What follows belongs to an exercise in optimizing a design on an open flow for small area and a short achievable clock period; a production flow would make more cautious choices. For this run, only the layout was checked, not whether the RTL still works. No activity file was given, so power comes from the tool's default toggle rates.

### flow/design.v
`default_nettype none
package pu_bus_pkg;
    localparam int attr_width       = 4;  
    localparam int attr_invalid_bit = 0;  
    typedef logic [attr_width-1:0] attr_t;
endpackage
`default_nettype wire
`default_nettype none
package pu_ctrl_pkg;
    typedef enum logic [2:0] {
        src_none  = 3'd0,  
        src_ext   = 3'd1,  
        src_mult  = 3'd2,
        src_accum = 3'd3,
        src_fram  = 3'd4
    } src_e;
    typedef enum logic [2:0] {
        dst_none  = 3'd0,  
        dst_mult  = 3'd1,
        dst_accum = 3'd2,
        dst_fram  = 3'd3,
        dst_ext   = 3'd4   
    } dst_e;
    typedef struct packed {
        src_e       src;
        dst_e       dst;
        logic       sel;   
        logic [1:0] addr;  
        logic       last;  
    } instr_t;
    localparam logic [2:0] SRC_NONE  = 3'd0;
    localparam logic [2:0] SRC_EXT   = 3'd1;
    localparam logic [2:0] SRC_MULT  = 3'd2;
    localparam logic [2:0] SRC_ACCUM = 3'd3;
    localparam logic [2:0] SRC_FRAM  = 3'd4;
    localparam logic [2:0] DST_NONE  = 3'd0;
    localparam logic [2:0] DST_MULT  = 3'd1;
    localparam logic [2:0] DST_ACCUM = 3'd2;
    localparam logic [2:0] DST_FRAM  = 3'd3;
    localparam logic [2:0] DST_EXT   = 3'd4;
    localparam int instr_width = 10;  
endpackage
`default_nettype wire
`timescale 1ns/1ps
`default_nettype none
import pu_bus_pkg::*;
module pu_multiplier
#(
    parameter int DATA_WIDTH = 32
) (
    input  wire logic                  clk,
    input  wire logic                  rst,
    input  wire logic                  signal_wr,
    input  wire logic                  signal_sel,
    input  wire logic [DATA_WIDTH-1:0] bus_q_data,    
    input  wire logic [attr_width-1:0] bus_q_attr,
    input  wire logic                  signal_oe,
    output logic      [DATA_WIDTH-1:0] data_out,
    output logic [attr_width-1:0]      attr_out
);
    localparam int HALF = DATA_WIDTH / 2;
    localparam int NPP  = HALF / 2;
    logic            sel_q;        
    logic            capture;      
    logic            arg1_pend;    
    logic [NPP-1:0]  b_one, b_two, b_neg;
    logic            arg1_bad;
    logic            arg0_bad;
    logic            has_result;
    logic [DATA_WIDTH-1:0] res_s, res_c;
    logic            result_inv;
    logic [DATA_WIDTH-1:0] pp_s, pp_c;
    function automatic logic fits_half(input logic [DATA_WIDTH-1:0] value);
        logic [HALF:0] top;
        top = value[DATA_WIDTH-1:HALF-1];
        fits_half = (&top) || !(|top);
    endfunction
    always_ff @(posedge clk) begin
        if (rst) begin
            sel_q     <= 1'b0;
            capture   <= 1'b0;
            arg1_pend <= 1'b0;
        end else begin
            if (signal_wr) sel_q <= signal_sel;
            capture   <= signal_wr && !signal_sel && sel_q;  
            arg1_pend <= signal_wr && signal_sel;
        end
    end
    always_ff @(posedge clk) begin
        if (arg1_pend) begin
            for (int i = 0; i < NPP; i++) begin
                logic b2, b1, b0;
                b2 = bus_q_data[2*i+1];
                b1 = bus_q_data[2*i];
                b0 = (i == 0) ? 1'b0 : bus_q_data[2*i-1];
                b_one[i] <= b1 ^ b0;
                b_two[i] <= (b2 & !b1 & !b0) | (!b2 & b1 & b0);
                b_neg[i] <= b2;
            end
            arg1_bad <= bus_q_attr[attr_invalid_bit] || !fits_half(bus_q_data);
        end
    end
    assign arg0_bad = bus_q_attr[attr_invalid_bit] || !fits_half(bus_q_data);
    logic [HALF-1:0] a;
    assign a = bus_q_data[HALF-1:0];
    logic pp0_0, pp0_1, pp0_2, pp1_0, pp0_3, pp1_1, pp0_4, pp1_2, pp2_0, pp0_5, pp1_3, pp2_1, pp0_6, pp1_4, pp2_2, pp3_0, pp0_7, pp1_5, pp2_3, pp3_1, pp0_8, pp1_6, pp2_4, pp3_2, pp4_0, pp0_9, pp1_7, pp2_5, pp3_3, pp4_1, pp0_10, pp1_8, pp2_6, pp3_4, pp4_2, pp5_0, pp0_11, pp1_9, pp2_7, pp3_5, pp4_3, pp5_1, pp0_12, pp1_10, pp2_8, pp3_6, pp4_4, pp5_2, pp6_0, pp0_13, pp1_11, pp2_9, pp3_7, pp4_5, pp5_3, pp6_1, pp0_14, pp1_12, pp2_10, pp3_8, pp4_6, pp5_4, pp6_2, pp7_0, pp0_15, pp1_13, pp2_11, pp3_9, pp4_7, pp5_5, pp6_3, pp7_1, pp0_16, pp1_14, pp2_12, pp3_10, pp4_8, pp5_6, pp6_4, pp7_2, pp1_15, pp2_13, pp3_11, pp4_9, pp5_7, pp6_5, pp7_3, pp1_16, pp2_14, pp3_12, pp4_10, pp5_8, pp6_6, pp7_4, pp2_15, pp3_13, pp4_11, pp5_9, pp6_7, pp7_5, pp2_16, pp3_14, pp4_12, pp5_10, pp6_8, pp7_6, pp3_15, pp4_13, pp5_11, pp6_9, pp7_7, pp3_16, pp4_14, pp5_12, pp6_10, pp7_8, pp4_15, pp5_13, pp6_11, pp7_9, pp4_16, pp5_14, pp6_12, pp7_10, pp5_15, pp6_13, pp7_11, pp5_16, pp6_14, pp7_12, pp6_15, pp7_13, pp6_16, pp7_14, pp7_15, pp7_16, s1, c2, s3, c4, s5, c6, s7, c8, s9, c10, s11, c12, s13, c14, s15, c16, s17, c18, s19, c20, s21, c22, s23, c24, s25, c26, s27, c28, s29, c30, s31, c32, s33, c34, s35, c36, s37, c38, s39, c40, s41, c42, s43, c44, s45, c46, s47, c48, s49, c50, s51, c52, s53, c54, s55, c56, s57, c58, s59, c60, s61, c62, s63, c64, s65, c66, s67, c68, s69, c70, s71, c72, s73, c74, s75, c76, s77, c78, s79, c80, s81, c82, s83, c84, s85, c86, s87, c88, s89, c90, s91, c92, s93, c94, s95, c96, s97, c98, s99, c100, s101, c102, s103, c104, s105, c106, s107, c108, s109, c110, s111, c112, s113, c114, s115, c116, s117, c118, s119, c120, s121, c122, s123, c124, s125, c126, s127, c128, s129, c130, s131, c132, s133, c134, s135, c136, s137, c138, s139, c140, s141, c142, s143, c144, s145, c146, s147, c148, s149, c150, s151, c152, s153, c154, s155, c156, s157, c158, s159, c160, s161, c162, s163, c164, s165, c166, s167, c168, s169, c170, s171, c172, s173, c174, s175, c176, s177, c178, s179, c180, s181, c182, s183, c184, s185, c186, s187, c188, s189, c190, s191, c192, s193, c194, s195, c196, s197, c198, s199, c200, s201, c202, s203, c204, s205, c206, s207, c208, s209, c210, s211, c212, s213, c214, s215, c216, s217, c218, s219, c220, s221, c222, s223, c224;
    assign pp0_0 = ((b_one[0] & a[0])) ^ b_neg[0];
    assign pp0_1 = ((b_one[0] & a[1]) | (b_two[0] & a[0])) ^ b_neg[0];
    assign pp0_2 = ((b_one[0] & a[2]) | (b_two[0] & a[1])) ^ b_neg[0];
    assign pp0_3 = ((b_one[0] & a[3]) | (b_two[0] & a[2])) ^ b_neg[0];
    assign pp0_4 = ((b_one[0] & a[4]) | (b_two[0] & a[3])) ^ b_neg[0];
    assign pp0_5 = ((b_one[0] & a[5]) | (b_two[0] & a[4])) ^ b_neg[0];
    assign pp0_6 = ((b_one[0] & a[6]) | (b_two[0] & a[5])) ^ b_neg[0];
    assign pp0_7 = ((b_one[0] & a[7]) | (b_two[0] & a[6])) ^ b_neg[0];
    assign pp0_8 = ((b_one[0] & a[8]) | (b_two[0] & a[7])) ^ b_neg[0];
    assign pp0_9 = ((b_one[0] & a[9]) | (b_two[0] & a[8])) ^ b_neg[0];
    assign pp0_10 = ((b_one[0] & a[10]) | (b_two[0] & a[9])) ^ b_neg[0];
    assign pp0_11 = ((b_one[0] & a[11]) | (b_two[0] & a[10])) ^ b_neg[0];
    assign pp0_12 = ((b_one[0] & a[12]) | (b_two[0] & a[11])) ^ b_neg[0];
    assign pp0_13 = ((b_one[0] & a[13]) | (b_two[0] & a[12])) ^ b_neg[0];
    assign pp0_14 = ((b_one[0] & a[14]) | (b_two[0] & a[13])) ^ b_neg[0];
    assign pp0_15 = ((b_one[0] & a[15]) | (b_two[0] & a[14])) ^ b_neg[0];
    assign pp0_16 = !(((b_one[0] & a[15]) | (b_two[0] & a[15])) ^ b_neg[0]);
    assign pp1_0 = ((b_one[1] & a[0])) ^ b_neg[1];
    assign pp1_1 = ((b_one[1] & a[1]) | (b_two[1] & a[0])) ^ b_neg[1];
    assign pp1_2 = ((b_one[1] & a[2]) | (b_two[1] & a[1])) ^ b_neg[1];
    assign pp1_3 = ((b_one[1] & a[3]) | (b_two[1] & a[2])) ^ b_neg[1];
    assign pp1_4 = ((b_one[1] & a[4]) | (b_two[1] & a[3])) ^ b_neg[1];
    assign pp1_5 = ((b_one[1] & a[5]) | (b_two[1] & a[4])) ^ b_neg[1];
    assign pp1_6 = ((b_one[1] & a[6]) | (b_two[1] & a[5])) ^ b_neg[1];
    assign pp1_7 = ((b_one[1] & a[7]) | (b_two[1] & a[6])) ^ b_neg[1];
    assign pp1_8 = ((b_one[1] & a[8]) | (b_two[1] & a[7])) ^ b_neg[1];
    assign pp1_9 = ((b_one[1] & a[9]) | (b_two[1] & a[8])) ^ b_neg[1];
    assign pp1_10 = ((b_one[1] & a[10]) | (b_two[1] & a[9])) ^ b_neg[1];
    assign pp1_11 = ((b_one[1] & a[11]) | (b_two[1] & a[10])) ^ b_neg[1];
    assign pp1_12 = ((b_one[1] & a[12]) | (b_two[1] & a[11])) ^ b_neg[1];
    assign pp1_13 = ((b_one[1] & a[13]) | (b_two[1] & a[12])) ^ b_neg[1];
    assign pp1_14 = ((b_one[1] & a[14]) | (b_two[1] & a[13])) ^ b_neg[1];
    assign pp1_15 = ((b_one[1] & a[15]) | (b_two[1] & a[14])) ^ b_neg[1];
    assign pp1_16 = !(((b_one[1] & a[15]) | (b_two[1] & a[15])) ^ b_neg[1]);
    assign pp2_0 = ((b_one[2] & a[0])) ^ b_neg[2];
    assign pp2_1 = ((b_one[2] & a[1]) | (b_two[2] & a[0])) ^ b_neg[2];
    assign pp2_2 = ((b_one[2] & a[2]) | (b_two[2] & a[1])) ^ b_neg[2];
    assign pp2_3 = ((b_one[2] & a[3]) | (b_two[2] & a[2])) ^ b_neg[2];
    assign pp2_4 = ((b_one[2] & a[4]) | (b_two[2] & a[3])) ^ b_neg[2];
    assign pp2_5 = ((b_one[2] & a[5]) | (b_two[2] & a[4])) ^ b_neg[2];
    assign pp2_6 = ((b_one[2] & a[6]) | (b_two[2] & a[5])) ^ b_neg[2];
    assign pp2_7 = ((b_one[2] & a[7]) | (b_two[2] & a[6])) ^ b_neg[2];
    assign pp2_8 = ((b_one[2] & a[8]) | (b_two[2] & a[7])) ^ b_neg[2];
    assign pp2_9 = ((b_one[2] & a[9]) | (b_two[2] & a[8])) ^ b_neg[2];
    assign pp2_10 = ((b_one[2] & a[10]) | (b_two[2] & a[9])) ^ b_neg[2];
    assign pp2_11 = ((b_one[2] & a[11]) | (b_two[2] & a[10])) ^ b_neg[2];
    assign pp2_12 = ((b_one[2] & a[12]) | (b_two[2] & a[11])) ^ b_neg[2];
    assign pp2_13 = ((b_one[2] & a[13]) | (b_two[2] & a[12])) ^ b_neg[2];
    assign pp2_14 = ((b_one[2] & a[14]) | (b_two[2] & a[13])) ^ b_neg[2];
    assign pp2_15 = ((b_one[2] & a[15]) | (b_two[2] & a[14])) ^ b_neg[2];
    assign pp2_16 = !(((b_one[2] & a[15]) | (b_two[2] & a[15])) ^ b_neg[2]);
    assign pp3_0 = ((b_one[3] & a[0])) ^ b_neg[3];
    assign pp3_1 = ((b_one[3] & a[1]) | (b_two[3] & a[0])) ^ b_neg[3];
    assign pp3_2 = ((b_one[3] & a[2]) | (b_two[3] & a[1])) ^ b_neg[3];
    assign pp3_3 = ((b_one[3] & a[3]) | (b_two[3] & a[2])) ^ b_neg[3];
    assign pp3_4 = ((b_one[3] & a[4]) | (b_two[3] & a[3])) ^ b_neg[3];
    assign pp3_5 = ((b_one[3] & a[5]) | (b_two[3] & a[4])) ^ b_neg[3];
    assign pp3_6 = ((b_one[3] & a[6]) | (b_two[3] & a[5])) ^ b_neg[3];
    assign pp3_7 = ((b_one[3] & a[7]) | (b_two[3] & a[6])) ^ b_neg[3];
    assign pp3_8 = ((b_one[3] & a[8]) | (b_two[3] & a[7])) ^ b_neg[3];
    assign pp3_9 = ((b_one[3] & a[9]) | (b_two[3] & a[8])) ^ b_neg[3];
    assign pp3_10 = ((b_one[3] & a[10]) | (b_two[3] & a[9])) ^ b_neg[3];
    assign pp3_11 = ((b_one[3] & a[11]) | (b_two[3] & a[10])) ^ b_neg[3];
    assign pp3_12 = ((b_one[3] & a[12]) | (b_two[3] & a[11])) ^ b_neg[3];
    assign pp3_13 = ((b_one[3] & a[13]) | (b_two[3] & a[12])) ^ b_neg[3];
    assign pp3_14 = ((b_one[3] & a[14]) | (b_two[3] & a[13])) ^ b_neg[3];
    assign pp3_15 = ((b_one[3] & a[15]) | (b_two[3] & a[14])) ^ b_neg[3];
    assign pp3_16 = !(((b_one[3] & a[15]) | (b_two[3] & a[15])) ^ b_neg[3]);
    assign pp4_0 = ((b_one[4] & a[0])) ^ b_neg[4];
    assign pp4_1 = ((b_one[4] & a[1]) | (b_two[4] & a[0])) ^ b_neg[4];
    assign pp4_2 = ((b_one[4] & a[2]) | (b_two[4] & a[1])) ^ b_neg[4];
    assign pp4_3 = ((b_one[4] & a[3]) | (b_two[4] & a[2])) ^ b_neg[4];
    assign pp4_4 = ((b_one[4] & a[4]) | (b_two[4] & a[3])) ^ b_neg[4];
    assign pp4_5 = ((b_one[4] & a[5]) | (b_two[4] & a[4])) ^ b_neg[4];
    assign pp4_6 = ((b_one[4] & a[6]) | (b_two[4] & a[5])) ^ b_neg[4];
    assign pp4_7 = ((b_one[4] & a[7]) | (b_two[4] & a[6])) ^ b_neg[4];
    assign pp4_8 = ((b_one[4] & a[8]) | (b_two[4] & a[7])) ^ b_neg[4];
    assign pp4_9 = ((b_one[4] & a[9]) | (b_two[4] & a[8])) ^ b_neg[4];
    assign pp4_10 = ((b_one[4] & a[10]) | (b_two[4] & a[9])) ^ b_neg[4];
    assign pp4_11 = ((b_one[4] & a[11]) | (b_two[4] & a[10])) ^ b_neg[4];
    assign pp4_12 = ((b_one[4] & a[12]) | (b_two[4] & a[11])) ^ b_neg[4];
    assign pp4_13 = ((b_one[4] & a[13]) | (b_two[4] & a[12])) ^ b_neg[4];
    assign pp4_14 = ((b_one[4] & a[14]) | (b_two[4] & a[13])) ^ b_neg[4];
    assign pp4_15 = ((b_one[4] & a[15]) | (b_two[4] & a[14])) ^ b_neg[4];
    assign pp4_16 = !(((b_one[4] & a[15]) | (b_two[4] & a[15])) ^ b_neg[4]);
    assign pp5_0 = ((b_one[5] & a[0])) ^ b_neg[5];
    assign pp5_1 = ((b_one[5] & a[1]) | (b_two[5] & a[0])) ^ b_neg[5];
    assign pp5_2 = ((b_one[5] & a[2]) | (b_two[5] & a[1])) ^ b_neg[5];
    assign pp5_3 = ((b_one[5] & a[3]) | (b_two[5] & a[2])) ^ b_neg[5];
    assign pp5_4 = ((b_one[5] & a[4]) | (b_two[5] & a[3])) ^ b_neg[5];
    assign pp5_5 = ((b_one[5] & a[5]) | (b_two[5] & a[4])) ^ b_neg[5];
    assign pp5_6 = ((b_one[5] & a[6]) | (b_two[5] & a[5])) ^ b_neg[5];
    assign pp5_7 = ((b_one[5] & a[7]) | (b_two[5] & a[6])) ^ b_neg[5];
    assign pp5_8 = ((b_one[5] & a[8]) | (b_two[5] & a[7])) ^ b_neg[5];
    assign pp5_9 = ((b_one[5] & a[9]) | (b_two[5] & a[8])) ^ b_neg[5];
    assign pp5_10 = ((b_one[5] & a[10]) | (b_two[5] & a[9])) ^ b_neg[5];
    assign pp5_11 = ((b_one[5] & a[11]) | (b_two[5] & a[10])) ^ b_neg[5];
    assign pp5_12 = ((b_one[5] & a[12]) | (b_two[5] & a[11])) ^ b_neg[5];
    assign pp5_13 = ((b_one[5] & a[13]) | (b_two[5] & a[12])) ^ b_neg[5];
    assign pp5_14 = ((b_one[5] & a[14]) | (b_two[5] & a[13])) ^ b_neg[5];
    assign pp5_15 = ((b_one[5] & a[15]) | (b_two[5] & a[14])) ^ b_neg[5];
    assign pp5_16 = !(((b_one[5] & a[15]) | (b_two[5] & a[15])) ^ b_neg[5]);
    assign pp6_0 = ((b_one[6] & a[0])) ^ b_neg[6];
    assign pp6_1 = ((b_one[6] & a[1]) | (b_two[6] & a[0])) ^ b_neg[6];
    assign pp6_2 = ((b_one[6] & a[2]) | (b_two[6] & a[1])) ^ b_neg[6];
    assign pp6_3 = ((b_one[6] & a[3]) | (b_two[6] & a[2])) ^ b_neg[6];
    assign pp6_4 = ((b_one[6] & a[4]) | (b_two[6] & a[3])) ^ b_neg[6];
    assign pp6_5 = ((b_one[6] & a[5]) | (b_two[6] & a[4])) ^ b_neg[6];
    assign pp6_6 = ((b_one[6] & a[6]) | (b_two[6] & a[5])) ^ b_neg[6];
    assign pp6_7 = ((b_one[6] & a[7]) | (b_two[6] & a[6])) ^ b_neg[6];
    assign pp6_8 = ((b_one[6] & a[8]) | (b_two[6] & a[7])) ^ b_neg[6];
    assign pp6_9 = ((b_one[6] & a[9]) | (b_two[6] & a[8])) ^ b_neg[6];
    assign pp6_10 = ((b_one[6] & a[10]) | (b_two[6] & a[9])) ^ b_neg[6];
    assign pp6_11 = ((b_one[6] & a[11]) | (b_two[6] & a[10])) ^ b_neg[6];
    assign pp6_12 = ((b_one[6] & a[12]) | (b_two[6] & a[11])) ^ b_neg[6];
    assign pp6_13 = ((b_one[6] & a[13]) | (b_two[6] & a[12])) ^ b_neg[6];
    assign pp6_14 = ((b_one[6] & a[14]) | (b_two[6] & a[13])) ^ b_neg[6];
    assign pp6_15 = ((b_one[6] & a[15]) | (b_two[6] & a[14])) ^ b_neg[6];
    assign pp6_16 = !(((b_one[6] & a[15]) | (b_two[6] & a[15])) ^ b_neg[6]);
    assign pp7_0 = ((b_one[7] & a[0])) ^ b_neg[7];
    assign pp7_1 = ((b_one[7] & a[1]) | (b_two[7] & a[0])) ^ b_neg[7];
    assign pp7_2 = ((b_one[7] & a[2]) | (b_two[7] & a[1])) ^ b_neg[7];
    assign pp7_3 = ((b_one[7] & a[3]) | (b_two[7] & a[2])) ^ b_neg[7];
    assign pp7_4 = ((b_one[7] & a[4]) | (b_two[7] & a[3])) ^ b_neg[7];
    assign pp7_5 = ((b_one[7] & a[5]) | (b_two[7] & a[4])) ^ b_neg[7];
    assign pp7_6 = ((b_one[7] & a[6]) | (b_two[7] & a[5])) ^ b_neg[7];
    assign pp7_7 = ((b_one[7] & a[7]) | (b_two[7] & a[6])) ^ b_neg[7];
    assign pp7_8 = ((b_one[7] & a[8]) | (b_two[7] & a[7])) ^ b_neg[7];
    assign pp7_9 = ((b_one[7] & a[9]) | (b_two[7] & a[8])) ^ b_neg[7];
    assign pp7_10 = ((b_one[7] & a[10]) | (b_two[7] & a[9])) ^ b_neg[7];
    assign pp7_11 = ((b_one[7] & a[11]) | (b_two[7] & a[10])) ^ b_neg[7];
    assign pp7_12 = ((b_one[7] & a[12]) | (b_two[7] & a[11])) ^ b_neg[7];
    assign pp7_13 = ((b_one[7] & a[13]) | (b_two[7] & a[12])) ^ b_neg[7];
    assign pp7_14 = ((b_one[7] & a[14]) | (b_two[7] & a[13])) ^ b_neg[7];
    assign pp7_15 = ((b_one[7] & a[15]) | (b_two[7] & a[14])) ^ b_neg[7];
    assign pp7_16 = !(((b_one[7] & a[15]) | (b_two[7] & a[15])) ^ b_neg[7]);
    assign s1 = pp0_10 ^ pp1_8;
    assign c2 = pp0_10 & pp1_8;
    assign s3 = pp0_11 ^ pp1_9;
    assign c4 = pp0_11 & pp1_9;
    assign s5 = pp0_12 ^ pp1_10 ^ pp2_8;
    assign c6 = (pp0_12 & pp1_10) | (pp0_12 & pp2_8) | (pp1_10 & pp2_8);
    assign s7 = pp3_6 ^ pp4_4;
    assign c8 = pp3_6 & pp4_4;
    assign s9 = pp0_13 ^ pp1_11 ^ pp2_9;
    assign c10 = (pp0_13 & pp1_11) | (pp0_13 & pp2_9) | (pp1_11 & pp2_9);
    assign s11 = pp3_7 ^ pp4_5;
    assign c12 = pp3_7 & pp4_5;
    assign s13 = pp0_14 ^ pp1_12 ^ pp2_10;
    assign c14 = (pp0_14 & pp1_12) | (pp0_14 & pp2_10) | (pp1_12 & pp2_10);
    assign s15 = pp3_8 ^ pp4_6 ^ pp5_4;
    assign c16 = (pp3_8 & pp4_6) | (pp3_8 & pp5_4) | (pp4_6 & pp5_4);
    assign s17 = pp6_2 ^ pp7_0;
    assign c18 = pp6_2 & pp7_0;
    assign s19 = pp0_15 ^ pp1_13 ^ pp2_11;
    assign c20 = (pp0_15 & pp1_13) | (pp0_15 & pp2_11) | (pp1_13 & pp2_11);
    assign s21 = pp3_9 ^ pp4_7 ^ pp5_5;
    assign c22 = (pp3_9 & pp4_7) | (pp3_9 & pp5_5) | (pp4_7 & pp5_5);
    assign s23 = pp6_3 ^ pp7_1;
    assign c24 = pp6_3 & pp7_1;
    assign s25 = !(pp0_16 ^ pp1_14);
    assign c26 = pp0_16 | pp1_14;
    assign s27 = pp2_12 ^ pp3_10 ^ pp4_8;
    assign c28 = (pp2_12 & pp3_10) | (pp2_12 & pp4_8) | (pp3_10 & pp4_8);
    assign s29 = pp5_6 ^ pp6_4 ^ pp7_2;
    assign c30 = (pp5_6 & pp6_4) | (pp5_6 & pp7_2) | (pp6_4 & pp7_2);
    assign s31 = !(pp1_15 ^ pp2_13);
    assign c32 = pp1_15 | pp2_13;
    assign s33 = pp3_11 ^ pp4_9 ^ pp5_7;
    assign c34 = (pp3_11 & pp4_9) | (pp3_11 & pp5_7) | (pp4_9 & pp5_7);
    assign s35 = pp6_5 ^ pp7_3;
    assign c36 = pp6_5 & pp7_3;
    assign s37 = pp1_16 ^ pp2_14 ^ pp3_12;
    assign c38 = (pp1_16 & pp2_14) | (pp1_16 & pp3_12) | (pp2_14 & pp3_12);
    assign s39 = pp4_10 ^ pp5_8 ^ pp6_6;
    assign c40 = (pp4_10 & pp5_8) | (pp4_10 & pp6_6) | (pp5_8 & pp6_6);
    assign s41 = !(pp2_15 ^ pp3_13);
    assign c42 = pp2_15 | pp3_13;
    assign s43 = pp4_11 ^ pp5_9;
    assign c44 = pp4_11 & pp5_9;
    assign s45 = pp2_16 ^ pp3_14 ^ pp4_12;
    assign c46 = (pp2_16 & pp3_14) | (pp2_16 & pp4_12) | (pp3_14 & pp4_12);
    assign s47 = !pp3_15;
    assign c48 = pp3_15;
    assign s49 = pp0_6 ^ pp1_4;
    assign c50 = pp0_6 & pp1_4;
    assign s51 = pp0_7 ^ pp1_5;
    assign c52 = pp0_7 & pp1_5;
    assign s53 = pp0_8 ^ pp1_6 ^ pp2_4;
    assign c54 = (pp0_8 & pp1_6) | (pp0_8 & pp2_4) | (pp1_6 & pp2_4);
    assign s55 = pp3_2 ^ pp4_0;
    assign c56 = pp3_2 & pp4_0;
    assign s57 = pp0_9 ^ pp1_7 ^ pp2_5;
    assign c58 = (pp0_9 & pp1_7) | (pp0_9 & pp2_5) | (pp1_7 & pp2_5);
    assign s59 = pp3_3 ^ pp4_1;
    assign c60 = pp3_3 & pp4_1;
    assign s61 = s1 ^ pp2_6 ^ pp3_4;
    assign c62 = (s1 & pp2_6) | (s1 & pp3_4) | (pp2_6 & pp3_4);
    assign s63 = pp4_2 ^ pp5_0 ^ b_neg[5];
    assign c64 = (pp4_2 & pp5_0) | (pp4_2 & b_neg[5]) | (pp5_0 & b_neg[5]);
    assign s65 = c2 ^ s3 ^ pp2_7;
    assign c66 = (c2 & s3) | (c2 & pp2_7) | (s3 & pp2_7);
    assign s67 = pp3_5 ^ pp4_3 ^ pp5_1;
    assign c68 = (pp3_5 & pp4_3) | (pp3_5 & pp5_1) | (pp4_3 & pp5_1);
    assign s69 = c4 ^ s5 ^ s7;
    assign c70 = (c4 & s5) | (c4 & s7) | (s5 & s7);
    assign s71 = pp5_2 ^ pp6_0 ^ b_neg[6];
    assign c72 = (pp5_2 & pp6_0) | (pp5_2 & b_neg[6]) | (pp6_0 & b_neg[6]);
    assign s73 = c6 ^ c8 ^ s9;
    assign c74 = (c6 & c8) | (c6 & s9) | (c8 & s9);
    assign s75 = s11 ^ pp5_3 ^ pp6_1;
    assign c76 = (s11 & pp5_3) | (s11 & pp6_1) | (pp5_3 & pp6_1);
    assign s77 = c10 ^ c12 ^ s13;
    assign c78 = (c10 & c12) | (c10 & s13) | (c12 & s13);
    assign s79 = s15 ^ s17 ^ b_neg[7];
    assign c80 = (s15 & s17) | (s15 & b_neg[7]) | (s17 & b_neg[7]);
    assign s81 = c14 ^ c16 ^ c18;
    assign c82 = (c14 & c16) | (c14 & c18) | (c16 & c18);
    assign s83 = s19 ^ s21 ^ s23;
    assign c84 = (s19 & s21) | (s19 & s23) | (s21 & s23);
    assign s85 = c20 ^ c22 ^ c24;
    assign c86 = (c20 & c22) | (c20 & c24) | (c22 & c24);
    assign s87 = s25 ^ s27 ^ s29;
    assign c88 = (s25 & s27) | (s25 & s29) | (s27 & s29);
    assign s89 = c26 ^ c28 ^ c30;
    assign c90 = (c26 & c28) | (c26 & c30) | (c28 & c30);
    assign s91 = s31 ^ s33 ^ s35;
    assign c92 = (s31 & s33) | (s31 & s35) | (s33 & s35);
    assign s93 = c32 ^ c34 ^ c36;
    assign c94 = (c32 & c34) | (c32 & c36) | (c34 & c36);
    assign s95 = s37 ^ s39 ^ pp7_4;
    assign c96 = (s37 & s39) | (s37 & pp7_4) | (s39 & pp7_4);
    assign s97 = c38 ^ c40 ^ s41;
    assign c98 = (c38 & c40) | (c38 & s41) | (c40 & s41);
    assign s99 = s43 ^ pp6_7 ^ pp7_5;
    assign c100 = (s43 & pp6_7) | (s43 & pp7_5) | (pp6_7 & pp7_5);
    assign s101 = c42 ^ c44 ^ s45;
    assign c102 = (c42 & c44) | (c42 & s45) | (c44 & s45);
    assign s103 = pp5_10 ^ pp6_8 ^ pp7_6;
    assign c104 = (pp5_10 & pp6_8) | (pp5_10 & pp7_6) | (pp6_8 & pp7_6);
    assign s105 = c46 ^ s47 ^ pp4_13;
    assign c106 = (c46 & s47) | (c46 & pp4_13) | (s47 & pp4_13);
    assign s107 = pp5_11 ^ pp6_9 ^ pp7_7;
    assign c108 = (pp5_11 & pp6_9) | (pp5_11 & pp7_7) | (pp6_9 & pp7_7);
    assign s109 = c48 ^ pp3_16 ^ pp4_14;
    assign c110 = (c48 & pp3_16) | (c48 & pp4_14) | (pp3_16 & pp4_14);
    assign s111 = pp5_12 ^ pp6_10 ^ pp7_8;
    assign c112 = (pp5_12 & pp6_10) | (pp5_12 & pp7_8) | (pp6_10 & pp7_8);
    assign s113 = !(pp4_15 ^ pp5_13);
    assign c114 = pp4_15 | pp5_13;
    assign s115 = pp6_11 ^ pp7_9;
    assign c116 = pp6_11 & pp7_9;
    assign s117 = pp4_16 ^ pp5_14 ^ pp6_12;
    assign c118 = (pp4_16 & pp5_14) | (pp4_16 & pp6_12) | (pp5_14 & pp6_12);
    assign s119 = !pp5_15;
    assign c120 = pp5_15;
    assign s121 = pp0_4 ^ pp1_2;
    assign c122 = pp0_4 & pp1_2;
    assign s123 = pp0_5 ^ pp1_3;
    assign c124 = pp0_5 & pp1_3;
    assign s125 = s49 ^ pp2_2 ^ pp3_0;
    assign c126 = (s49 & pp2_2) | (s49 & pp3_0) | (pp2_2 & pp3_0);
    assign s127 = c50 ^ s51 ^ pp2_3;
    assign c128 = (c50 & s51) | (c50 & pp2_3) | (s51 & pp2_3);
    assign s129 = c52 ^ s53 ^ s55;
    assign c130 = (c52 & s53) | (c52 & s55) | (s53 & s55);
    assign s131 = c54 ^ c56 ^ s57;
    assign c132 = (c54 & c56) | (c54 & s57) | (c56 & s57);
    assign s133 = c58 ^ c60 ^ s61;
    assign c134 = (c58 & c60) | (c58 & s61) | (c60 & s61);
    assign s135 = c62 ^ c64 ^ s65;
    assign c136 = (c62 & c64) | (c62 & s65) | (c64 & s65);
    assign s137 = c66 ^ c68 ^ s69;
    assign c138 = (c66 & c68) | (c66 & s69) | (c68 & s69);
    assign s139 = c70 ^ c72 ^ s73;
    assign c140 = (c70 & c72) | (c70 & s73) | (c72 & s73);
    assign s141 = c74 ^ c76 ^ s77;
    assign c142 = (c74 & c76) | (c74 & s77) | (c76 & s77);
    assign s143 = c78 ^ c80 ^ s81;
    assign c144 = (c78 & c80) | (c78 & s81) | (c80 & s81);
    assign s145 = c82 ^ c84 ^ s85;
    assign c146 = (c82 & c84) | (c82 & s85) | (c84 & s85);
    assign s147 = c86 ^ c88 ^ s89;
    assign c148 = (c86 & c88) | (c86 & s89) | (c88 & s89);
    assign s149 = c90 ^ c92 ^ s93;
    assign c150 = (c90 & c92) | (c90 & s93) | (c92 & s93);
    assign s151 = c94 ^ c96 ^ s97;
    assign c152 = (c94 & c96) | (c94 & s97) | (c96 & s97);
    assign s153 = c98 ^ c100 ^ s101;
    assign c154 = (c98 & c100) | (c98 & s101) | (c100 & s101);
    assign s155 = c102 ^ c104 ^ s105;
    assign c156 = (c102 & c104) | (c102 & s105) | (c104 & s105);
    assign s157 = c106 ^ c108 ^ s109;
    assign c158 = (c106 & c108) | (c106 & s109) | (c108 & s109);
    assign s159 = c110 ^ c112 ^ s113;
    assign c160 = (c110 & c112) | (c110 & s113) | (c112 & s113);
    assign s161 = c114 ^ c116 ^ s117;
    assign c162 = (c114 & c116) | (c114 & s117) | (c116 & s117);
    assign s163 = c118 ^ s119 ^ pp6_13;
    assign c164 = (c118 & s119) | (c118 & pp6_13) | (s119 & pp6_13);
    assign s165 = c120 ^ pp5_16 ^ pp6_14;
    assign c166 = (c120 & pp5_16) | (c120 & pp6_14) | (pp5_16 & pp6_14);
    assign s167 = !pp6_15;
    assign c168 = pp6_15;
    assign s169 = pp0_2 ^ pp1_0;
    assign c170 = pp0_2 & pp1_0;
    assign s171 = pp0_3 ^ pp1_1;
    assign c172 = pp0_3 & pp1_1;
    assign s173 = s121 ^ pp2_0 ^ b_neg[2];
    assign c174 = (s121 & pp2_0) | (s121 & b_neg[2]) | (pp2_0 & b_neg[2]);
    assign s175 = c122 ^ s123 ^ pp2_1;
    assign c176 = (c122 & s123) | (c122 & pp2_1) | (s123 & pp2_1);
    assign s177 = c124 ^ s125 ^ b_neg[3];
    assign c178 = (c124 & s125) | (c124 & b_neg[3]) | (s125 & b_neg[3]);
    assign s179 = c126 ^ s127 ^ pp3_1;
    assign c180 = (c126 & s127) | (c126 & pp3_1) | (s127 & pp3_1);
    assign s181 = c128 ^ s129 ^ b_neg[4];
    assign c182 = (c128 & s129) | (c128 & b_neg[4]) | (s129 & b_neg[4]);
    assign s183 = c130 ^ s131 ^ s59;
    assign c184 = (c130 & s131) | (c130 & s59) | (s131 & s59);
    assign s185 = c132 ^ s133 ^ s63;
    assign c186 = (c132 & s133) | (c132 & s63) | (s133 & s63);
    assign s187 = c134 ^ s135 ^ s67;
    assign c188 = (c134 & s135) | (c134 & s67) | (s135 & s67);
    assign s189 = c136 ^ s137 ^ s71;
    assign c190 = (c136 & s137) | (c136 & s71) | (s137 & s71);
    assign s191 = c138 ^ s139 ^ s75;
    assign c192 = (c138 & s139) | (c138 & s75) | (s139 & s75);
    assign s193 = c140 ^ s141 ^ s79;
    assign c194 = (c140 & s141) | (c140 & s79) | (s141 & s79);
    assign s195 = c142 ^ s143 ^ s83;
    assign c196 = (c142 & s143) | (c142 & s83) | (s143 & s83);
    assign s197 = c144 ^ s145 ^ s87;
    assign c198 = (c144 & s145) | (c144 & s87) | (s145 & s87);
    assign s199 = c146 ^ s147 ^ s91;
    assign c200 = (c146 & s147) | (c146 & s91) | (s147 & s91);
    assign s201 = c148 ^ s149 ^ s95;
    assign c202 = (c148 & s149) | (c148 & s95) | (s149 & s95);
    assign s203 = c150 ^ s151 ^ s99;
    assign c204 = (c150 & s151) | (c150 & s99) | (s151 & s99);
    assign s205 = c152 ^ s153 ^ s103;
    assign c206 = (c152 & s153) | (c152 & s103) | (s153 & s103);
    assign s207 = c154 ^ s155 ^ s107;
    assign c208 = (c154 & s155) | (c154 & s107) | (s155 & s107);
    assign s209 = c156 ^ s157 ^ s111;
    assign c210 = (c156 & s157) | (c156 & s111) | (s157 & s111);
    assign s211 = c158 ^ s159 ^ s115;
    assign c212 = (c158 & s159) | (c158 & s115) | (s159 & s115);
    assign s213 = c160 ^ s161 ^ pp7_10;
    assign c214 = (c160 & s161) | (c160 & pp7_10) | (s161 & pp7_10);
    assign s215 = c162 ^ s163 ^ pp7_11;
    assign c216 = (c162 & s163) | (c162 & pp7_11) | (s163 & pp7_11);
    assign s217 = c164 ^ s165 ^ pp7_12;
    assign c218 = (c164 & s165) | (c164 & pp7_12) | (s165 & pp7_12);
    assign s219 = c166 ^ s167 ^ pp7_13;
    assign c220 = (c166 & s167) | (c166 & pp7_13) | (s167 & pp7_13);
    assign s221 = c168 ^ pp6_16 ^ pp7_14;
    assign c222 = (c168 & pp6_16) | (c168 & pp7_14) | (pp6_16 & pp7_14);
    assign s223 = !pp7_15;
    assign c224 = pp7_15;
    assign pp_s = {1'b1, c224, c222, c220, c218, c216, c214, c212, c210, c208, c206, c204, c202, c200, c198, c196, c194, c192, c190, c188, c186, c184, c182, c180, c178, c176, c174, c172, c170, s169, pp0_1, pp0_0};
    assign pp_c = {1'b0, pp7_16, s223, s221, s219, s217, s215, s213, s211, s209, s207, s205, s203, s201, s199, s197, s195, s193, s191, s189, s187, s185, s183, s181, s179, s177, s175, s173, s171, b_neg[1], 1'b0, b_neg[0]};
    always_ff @(posedge clk) begin
        if (rst) begin
            has_result <= 1'b0;
        end else if (capture) begin
            has_result <= 1'b1;
        end
    end
    always_ff @(posedge clk) begin
        if (capture) begin
            res_s      <= pp_s;
            res_c      <= pp_c;
            result_inv <= arg0_bad || arg1_bad;
        end
    end
    logic rd;
    assign rd       = signal_oe && has_result;
    assign data_out = rd ? res_s + res_c : '0;
    assign attr_out = rd ? {{(attr_width-1){1'b0}}, result_inv} : '0;
endmodule
`default_nettype wire
`timescale 1ns/1ps
`default_nettype none
import pu_bus_pkg::*;
module pu_accum
#(
    parameter int DATA_WIDTH = 32
) (
    input  wire logic                  clk,
    input  wire logic                  rst,
    input  wire logic                  signal_wr,
    input  wire logic                  signal_sel,
    input  wire logic [DATA_WIDTH-1:0] bus_q_data,    
    input  wire logic [attr_width-1:0] bus_q_attr,
    input  wire logic                  signal_oe,
    output logic      [DATA_WIDTH-1:0] data_out,
    output logic [attr_width-1:0]      attr_out
);
    logic [DATA_WIDTH-1:0] acc;
    logic                  acc_inv;
    logic                  pend_load, pend_add;
    logic [DATA_WIDTH-1:0] sum, acc_now;
    logic                  overflow, inv_now;
    assign sum = acc + bus_q_data;
    assign overflow = (acc[DATA_WIDTH-1] == bus_q_data[DATA_WIDTH-1])
                      && (sum[DATA_WIDTH-1] != acc[DATA_WIDTH-1]);
    always_comb begin
        if (pend_add) begin
            acc_now = sum;
            inv_now = acc_inv || overflow || bus_q_attr[attr_invalid_bit];
        end else if (pend_load) begin
            acc_now = bus_q_data;
            inv_now = bus_q_attr[attr_invalid_bit];
        end else begin
            acc_now = acc;
            inv_now = acc_inv;
        end
    end
    always_ff @(posedge clk) begin
        if (rst) begin
            acc       <= '0;
            acc_inv   <= 1'b0;
            pend_load <= 1'b0;
            pend_add  <= 1'b0;
        end else begin
            acc       <= acc_now;
            acc_inv   <= inv_now;
            pend_load <= signal_wr && !signal_sel;
            pend_add  <= signal_wr && signal_sel;
        end
    end
    assign data_out = signal_oe ? acc_now : '0;
    assign attr_out = signal_oe ? {{(attr_width-1){1'b0}}, inv_now} : '0;
endmodule
`default_nettype wire
`timescale 1ns/1ps
`default_nettype none
import pu_bus_pkg::*;
module pu_fram
#(
    parameter int DATA_WIDTH = 32
) (
    input  wire logic                  clk,
    input  wire logic                  rst,
    input  wire logic                  signal_wr,
    input  wire logic [1:0]            signal_addr,
    input  wire logic [DATA_WIDTH-1:0] data_in,
    input  wire logic [attr_width-1:0] attr_in,
    input  wire logic                  signal_oe,
    output logic      [DATA_WIDTH-1:0] data_out,
    output logic [attr_width-1:0]      attr_out
);
    logic [DATA_WIDTH-1:0] words [4];
    logic [attr_width-1:0] attrs [4];
    logic [3:0]            full;
    logic                  rd;
    for (genvar i = 0; i < 4; i++) begin : g_word
        always_ff @(posedge clk) begin
            if (signal_wr && (signal_addr == 2'(i))) begin
                words[i] <= data_in;
                attrs[i] <= attr_in;  
            end
        end
    end
    always_ff @(posedge clk) begin
        if (rst) begin
            full <= '0;
        end else if (signal_wr) begin
            full[signal_addr] <= 1'b1;
        end
    end
    assign rd       = signal_oe && full[signal_addr];
    assign data_out = rd ? words[signal_addr] : '0;
    assign attr_out = rd ? attrs[signal_addr] : '0;
endmodule
`default_nettype wire
`timescale 1ns/1ps
`default_nettype none
import pu_ctrl_pkg::*;
module pu_sequencer
#(
    parameter int PROG_DEPTH = 16
) (
    input  wire logic                          clk,
    input  wire logic                          rst,
    input  wire logic                          prog_we,
    input  wire logic [$clog2(PROG_DEPTH)-1:0] prog_addr,
    input  wire logic [instr_width-1:0]        prog_data,
    input  wire logic                          start,
    output logic                               s_ext,    
    output logic                               s_mult,
    output logic                               s_accum,
    output logic                               s_fram,
    output logic                               d_mult,
    output logic                               d_accum,
    output logic                               d_fram,
    output logic                               d_out,
    output logic                               sel,
    output logic [1:0]                         addr,
    output logic                               busy,
    output logic                               done
);
    localparam int PC_WIDTH = $clog2(PROG_DEPTH);
    logic [7:0]             prog_mem [PROG_DEPTH];
    logic [PC_WIDTH-1:0]    fa;       
    logic                   last;
    logic                   we_ok;
    logic                   fwd;
    logic                   go;
    logic [11:0]            dec_mem, dec_new, dec;
    assign we_ok = prog_we && !busy;
    always_ff @(posedge clk) begin
        if (we_ok) begin
            prog_mem[prog_addr] <= pack(prog_data);
        end
    end
    function automatic logic [7:0] pack(input logic [instr_width-1:0] w);
        logic [2:0] src, dst;
        logic       src_f, dst_f;
        logic [1:0] s2, d2, u, v;
        src   = w[9:7];
        dst   = w[6:4];
        src_f = (src == SRC_FRAM);
        dst_f = (dst == DST_FRAM);
        s2    = src[2] ? 2'd0 : src[1:0];
        d2    = {(dst == DST_ACCUM) || (dst == DST_EXT), (dst == DST_MULT) || (dst == DST_EXT)};
        u     = src_f ? d2 : s2;
        v     = (src_f || dst_f) ? w[2:1] : d2;
        pack  = {w[0], w[3], src_f, dst_f, u, v};
    endfunction
    function automatic logic [11:0] unpack(input logic [7:0] c);
        logic       src_f, dst_f;
        logic [1:0] u, v, d2;
        src_f  = c[5];
        dst_f  = c[4];
        u      = c[3:2];
        v      = c[1:0];
        d2     = src_f ? u : v;
        unpack = {!src_f && (u == 2'd1), !src_f && (u == 2'd2), !src_f && (u == 2'd3), src_f,
                  !dst_f && (d2 == 2'd1), !dst_f && (d2 == 2'd2), dst_f, !dst_f && (d2 == 2'd3),
                  c[6], v, c[7]};
    endfunction
    function automatic logic [11:0] decode(input logic [instr_width-1:0] w);
        logic [2:0] src, dst;
        src = w[9:7];
        dst = w[6:4];
        decode = {src == SRC_EXT, src == SRC_MULT, src == SRC_ACCUM, src == SRC_FRAM,
                  dst == DST_MULT, dst == DST_ACCUM, dst == DST_FRAM, dst == DST_EXT,
                  w[3], w[2:1], w[0]};
    endfunction
    assign fwd     = we_ok && (prog_addr == '0);
    assign dec_mem = unpack(prog_mem[fa]);
    assign dec_new = decode(prog_data);
    assign go      = busy ? !last : start;
    assign dec     = go ? (fwd ? dec_new : dec_mem) : '0;
    always_ff @(posedge clk) begin
        if (rst) begin
            busy <= 1'b0;
            done <= 1'b0;
            fa   <= '0;
            {s_ext, s_mult, s_accum, s_fram, d_mult, d_accum, d_fram, d_out,
             sel, addr, last} <= '0;
        end else begin
            busy <= go;
            done <= last;
            fa   <= go ? fa + 1'b1 : '0;
            {s_ext, s_mult, s_accum, s_fram, d_mult, d_accum, d_fram, d_out,
             sel, addr, last} <= dec;
        end
    end
endmodule
`default_nettype wire
`timescale 1ns/1ps
`default_nettype none
import pu_bus_pkg::*;
import pu_ctrl_pkg::*;
module pu_net
#(
    parameter int DATA_WIDTH = 32,
    parameter int PROG_DEPTH = 16
) (
    input  wire logic                          clk,
    input  wire logic                          rst,
    input  wire logic                          prog_we,
    input  wire logic [$clog2(PROG_DEPTH)-1:0] prog_addr,
    input  wire logic [instr_width-1:0]        prog_data,
    input  wire logic                          start,
    input  wire logic [DATA_WIDTH-1:0]         in_data,
    input  wire logic [attr_width-1:0]         in_attr,
    output logic                               in_take,
    output logic                               out_valid,
    output logic      [DATA_WIDTH-1:0]         out_data,
    output logic [attr_width-1:0]              out_attr,
    output logic                               busy,
    output logic                               done
);
    logic                  s_ext, s_mult, s_accum, s_fram;
    logic                  d_mult, d_accum, d_fram, d_out;
    logic                  sel;
    logic [1:0]            addr;
    logic [DATA_WIDTH-1:0] mult_data, accum_data, fram_data, bus_data;
    logic [attr_width-1:0] mult_attr, accum_attr, fram_attr, bus_attr;
    logic [DATA_WIDTH-1:0] bus_q_data;
    logic [attr_width-1:0] bus_q_attr;
    pu_sequencer #(
        .PROG_DEPTH(PROG_DEPTH)
    ) i_pu_sequencer (
        .clk, .rst, .prog_we, .prog_addr, .prog_data, .start,
        .s_ext, .s_mult, .s_accum, .s_fram, .d_mult, .d_accum, .d_fram, .d_out,
        .sel, .addr, .busy, .done
    );
    assign in_take = s_ext;
    assign bus_data = (s_ext ? in_data : '0) | mult_data | accum_data | fram_data;
    assign bus_attr = (s_ext ? in_attr : '0) | mult_attr | accum_attr | fram_attr;
    always_ff @(posedge clk) begin
        bus_q_data <= bus_data;
        bus_q_attr <= bus_attr;
    end
    assign out_data = bus_q_data;
    assign out_attr = bus_q_attr;
    always_ff @(posedge clk) begin
        if (rst) begin
            out_valid <= 1'b0;
        end else begin
            out_valid <= d_out;
        end
    end
    pu_multiplier #(.DATA_WIDTH(DATA_WIDTH)) i_pu_multiplier (
        .clk, .rst, .signal_wr(d_mult), .signal_sel(sel),
        .bus_q_data, .bus_q_attr, .signal_oe(s_mult),
        .data_out(mult_data), .attr_out(mult_attr)
    );
    pu_accum #(.DATA_WIDTH(DATA_WIDTH)) i_pu_accum (
        .clk, .rst, .signal_wr(d_accum), .signal_sel(sel),
        .bus_q_data, .bus_q_attr, .signal_oe(s_accum),
        .data_out(accum_data), .attr_out(accum_attr)
    );
    pu_fram #(.DATA_WIDTH(DATA_WIDTH)) i_pu_fram (
        .clk, .rst, .signal_wr(d_fram), .signal_addr(addr),
        .data_in(bus_data), .attr_in(bus_attr), .signal_oe(s_fram),
        .data_out(fram_data), .attr_out(fram_attr)
    );
endmodule
`default_nettype wire
### flow/flow/run.sh
#!/bin/bash
# Standard layout run through standard.sh with extra ORFS settings; make output goes to standard_flow.log.
set -euo pipefail
bash standard.sh finish "SETUP_SLACK_MARGIN=6.8" "BUFFER_PORTS_ARGS=-buffer_cell sky130_fd_sc_hd__buf_2" "TNS_END_PERCENT=0" "CTS_CLUSTER_DIAMETER=100" "CTS_CLUSTER_SIZE=24" "PLACE_DENSITY=0.75" > standard_flow.log 2>&1
### flow/standard.sh
#!/bin/bash
# synth_recipe.tcl (not shown) runs the flow's synth.tcl, then flattens the netlist and writes it again
# the make line also repeats each setting of config.mk as NAME=value (left out here)
make -C /OpenROAD-flow-scripts/flow DESIGN_CONFIG=/design/flow/config.mk WORK_HOME=/design/flow/orfs CLKGATE_MAP_FILE= SYNTH_SCRIPT=/design/flow/synth_recipe.tcl "${@:-finish}"
### flow/config.mk
export PLATFORM = sky130hd
export DESIGN_NAME = pu_net
export DESIGN_NICKNAME = pu_net
export VERILOG_FILES = /design/flow/design.v
export SDC_FILE = /design/flow/constraint.sdc
export NUM_CORES = 4
export LEC_CHECK = 0
export CAP_MARGIN = 20
export CORE_MARGIN = 2
export CORE_UTILIZATION = 40
export SLEW_MARGIN = 20
### flow/constraint.sdc
create_clock -name core_clock -period 10.0 [get_ports {clk}]
set_input_delay 2.0000 -clock core_clock [delete_from_list [all_inputs] [get_ports {clk}]]
set_output_delay 2.0000 -clock core_clock [all_outputs]
set_load 0.01 [all_outputs]
==> run notes <==
==> power groups by stage <==
| stage | registers [mW] | clock network, mW | logic (mW) |
|---|---|---|---|
| 6_report | 2.09 | 1.19 | 0.389 |
| 4_1_cts | 2.09 | 1.20 | 0.388 |
| 2_1_floorplan | 2.13 | 0 | 0.249 |
| 3_3_place_gp | 2.14 | 0 | 0.349 |
| 3_5_place_dp | 2.14 | 0 | 0.363 |
| 5_1_grt | 2.10 | 1.27 | 0.431 |
==> sequential cells by signal (all words and copies together), names as in the netlist, 4 cells and up <==
name,count
i_pu_fram.words,128
i_pu_sequencer.prog_mem,128
bus_q_data,32
i_pu_accum.acc,32
i_pu_multiplier.res_s,31
i_pu_multiplier.res_c,30
i_pu_fram.attrs,16
i_pu_multiplier.b_neg,8
i_pu_multiplier.b_one,8
i_pu_multiplier.b_two,8
bus_q_attr,4
i_pu_fram.full,4
i_pu_sequencer.fa,4
==> final cells by class <==
class / count / area share, %
sequential: 457 / 44.4
antenna: 1 / 0.00866
timing repair buffer: 214 / 6.41
clock buffer: 38 / 2.48
clock inverter: 10 / 0.394
inverter: 122 / 1.59
multi-input combinational: 1346 / 41.1
tap: 846 / 3.66
==> logic make-up (layout without fill, tap and decap cells) <==
kind of cell | Yosys count | count (layout) | share of synthesized area [%]
AOI/OAI and AO/OA | 487 | 487 | 13.7
DFF | 457 | 457 | 49.8
and+or+nand+nor | 379 | 379 | 7.15
buffers and inverters | 259 | 384 | 4.32
xor gates and xnor gates | 194 | 194 | 6.64
adders and majority gates | 169 | 169 | 10.8
muxes | 117 | 117 | 7.65
other | 0 | 1 | 0
==> worst max-delay path by stage <==
| stage | start | endpoint |
|---|---|---|
| finish | bus_q_data[7] | out_data[7] |
| global placement | prog_addr[3] | i_pu_sequencer.d_accum |
| detailed placement | prog_addr[3] | i_pu_sequencer.d_accum |
| floorplan | prog_data[8] | i_pu_sequencer.prog_mem[0][2] |
| CTS | bus_q_data[3] | out_data[3] |
| global route | i_pu_multiplier.res_c[3] | i_pu_fram.words[1][27] |
==> routing by layer <==
layer	up-vias	share of wire, %	track usage (%)
met5	-	0.063	0
li1	7881	-	-
met4	6	5.6	11.1
met2	916	47	35.6
met1	9083	38	26.7
met3	222	8.5	3.62
==> cell usage in the layout, fill, tap and decap left out, types with 27 or more instances in the layout <==
cell type and instances:
dfxtp_1 72, nor2_1 92, fa_1 85, edfxtp_1 359
clkbuf_16 27, and2_1 31, mux2i_1 45, nand2_1 123
buf_4 93, xnor2_1 121, a21oi_1 71, mux4_2 62
xor2_1 73, ha_1 84, o21ai_0 69, inv_1 119
a22oi_1 134, buf_2 88
==> what timing repair did <==
| item | CTS | global route |
|---|---|---|
| resized for setup | 77 | 11 |
| pin swaps | 0 | 1 |
| setup endpoints to repair | 194 | 169 |
| buffers inserted | 78 | 3 |
| hold buffers | 0 | 0 |
| gates cloned | 9 | 0 |
==> worst min-delay path, stage by stage, from the launching register on <==
cell	delay (ns)
dfxtp_1	0.32
nand2_1	0.07
nor3_1	0.04
==> metrics by stage <==
step | utilization, % | instances | hold WS, ns
after detailed placement | 42.3 | 2894 | 0.445
after global placement | 42.3 | 2894 | 0.416
after global routing | 45.7 | 3033 | 0.474
after CTS | 45.6 | 3029 | 0.458
final | 45.7 | 3034 | 0.460
after floorplan | - | 2062 | 0.414
==> results.yml <==
setup_path:
  regToRegEndpoint: "i_pu_fram.words[1][27]"
  worst-path-buf-inv: 1
  worstRegToRegCells: 9
  cpMaxStageDelayCell: "dfxtp_4"
  critPathLaunchType: "flop"
  cp.arrival_ns: 1.32
  path_delay_family: "flip-flops"
  crit_path_end_kind: "output port"
  cp_max_fo: 14
  worst-path-stages: 1
  critPathRequiredTime_ns: 8.00
  slowest_delay_ns: 0.52
  crit_type: "flop to output port"
  path_cells: "buf_2"
  r2r_setup_slack_ns: 6.71
  rr_startpoint: "i_pu_multiplier.res_c[3]"
worst_hold_path:
  min_path_type: "flop to flop"
  hold_end: "i_pu_multiplier.capture"
  hold_depth: 2
  hp-start: "i_pu_multiplier.sel_q"
floorplan:
  dieArea_sq_um: 66000
  coreArea_sq_um: 63200
  rows: 92
  start_util_pct: 40.5
  die_h_um: 257
  die_x_um: 257
  pin_count: 94
synthesis:
  synth_most_common_cell: "edfxtp_1"
  synthTopCellsByArea: "edfxtp_1 42%, dfxtp_1 7.7%, fa_1 6.6%"
  synthTopCellsByCount: "359 x edfxtp_1, 134 x a22oi_1, 123 x nand2_1, 121 x xnor2_1, 119 x inv_1"
  synth_edf_count: 359
  syn_nets: 2285
  ys_seq_elements: 457
  syn_inst: 2062
  ys.flop_type: "edfxtp_1"
  yosys.area.top_type: "edfxtp_1"
  seq_area_frac_synth_pct: 49.8
  synth_top_area_share_pct: 42.1
  synth.avg_cell_area_sq_um: 12.4
  synth.yosys.warnings: 7
  synthesis.area_sq_um: 25600
  async_reset_ff_share_pct: 0
  ys_types: 88
job:
  drv_cap: 0
global_routing:
  grt_pass1_wl_um: 109000
  grt_pass1_vias: 18300
  grt_overflow: 0
  grt_max_degree: 64
  grtUsageTotal_pct: 21.3
  grt_antenna_before_repair: 4
clock_tree:
  clk_path_buf_depth: 3
  path_clk_slew_ns: 0.10
  htreeDepth: 1
  cts_buffers: 26
  cts_tree: "built"
  clock-sinks: 457
  ctsRootBufferMaster: "clkbuf_16"
  clock_latency_ns: 0.60
status:
  status: "complete, no violations"
placed_design:
  gp_congestion: 0.978
  dp_hpwl_um: 44900
  dp_slack_ns: 6.04
  dpl_cell_area_sq_um: 26700
  io_buffers: 93
power_and_ir_drop:
  power_leakage_nw: 10.4
  p_switching_mw: 0.904
  vdd_drop_max_mv: 0.131
  intPower_mw: 2.77
  pwr-share-comb_pct: 10.6
  clock_power_share_pct: 32.4
  p_sw_share_pct: 24.6
  power_mw: 3.67
  pwr_density_cell_nw_per_um2: 127
  p_seq_share_pct: 57.1
detailed_routing:
  drc: 0
  initialDrtViolationCount: 2198
  num_vias: 18100
  drt-total-wl_um: 71700
  post_drt_wl_per_cell_um: 23.6
  drtPass1Iterations: 7
  postRouteAntennaNets: 0
  vias_per_cell: 5.97
sta:
  fin_crit_sh_pct: 33.2
  rsz0062_at_grt: "yes"
  slew_viol_final: 0
  fmax_mhz: 301
  hold_viol_final: 0
  clock_skew_ns: 0.0251
  period_needed_ns: 3.32
  finalWorstSetupSlack_ns: 6.68
  worst_slew_pin_slew_ns: 1.06
  maxSlewHeadroom_pct: 28.9
  tns_ns: 0
  setup_violations: 0
cells_and_area:
  seq_area_sq_um: 12800
  area_delta_synth_final_pct: 12.8
  nets: 2390
  stdcell_area_sq_um: 28900
  nFillCells: 5581
  multi_input_area_sq_um: 11900
  drive_gt1_share_pct: 18.6

## what the ideal ports hide
Ports are ideal in the flow. The routed layout listed here was re-timed in OpenROAD. Step 1: set_driving_cell puts a clkbuf_16 on clk and a buf_2 on each other input, an assumption about the parent block. Step 2 adds t to the input delays and takes it off the output delays; t is the mean of the earliest and latest rising clock arrival at the registers after step 1. Input paths then give back, and output paths get back, about the clock's delay inside the block. a / b / c = ideal / step 1 / step 2; a / b = the first two.
t, ns: 0.642
slack for setup (ns): 6.677 / 6.618 / 6.093
worst slew at a driven data input, ns: 0.13
After both steps this run still meets setup and hold. For this run, drivers alone change the setup slack by -0.059 ns; drivers and shift together by -0.584 ns.
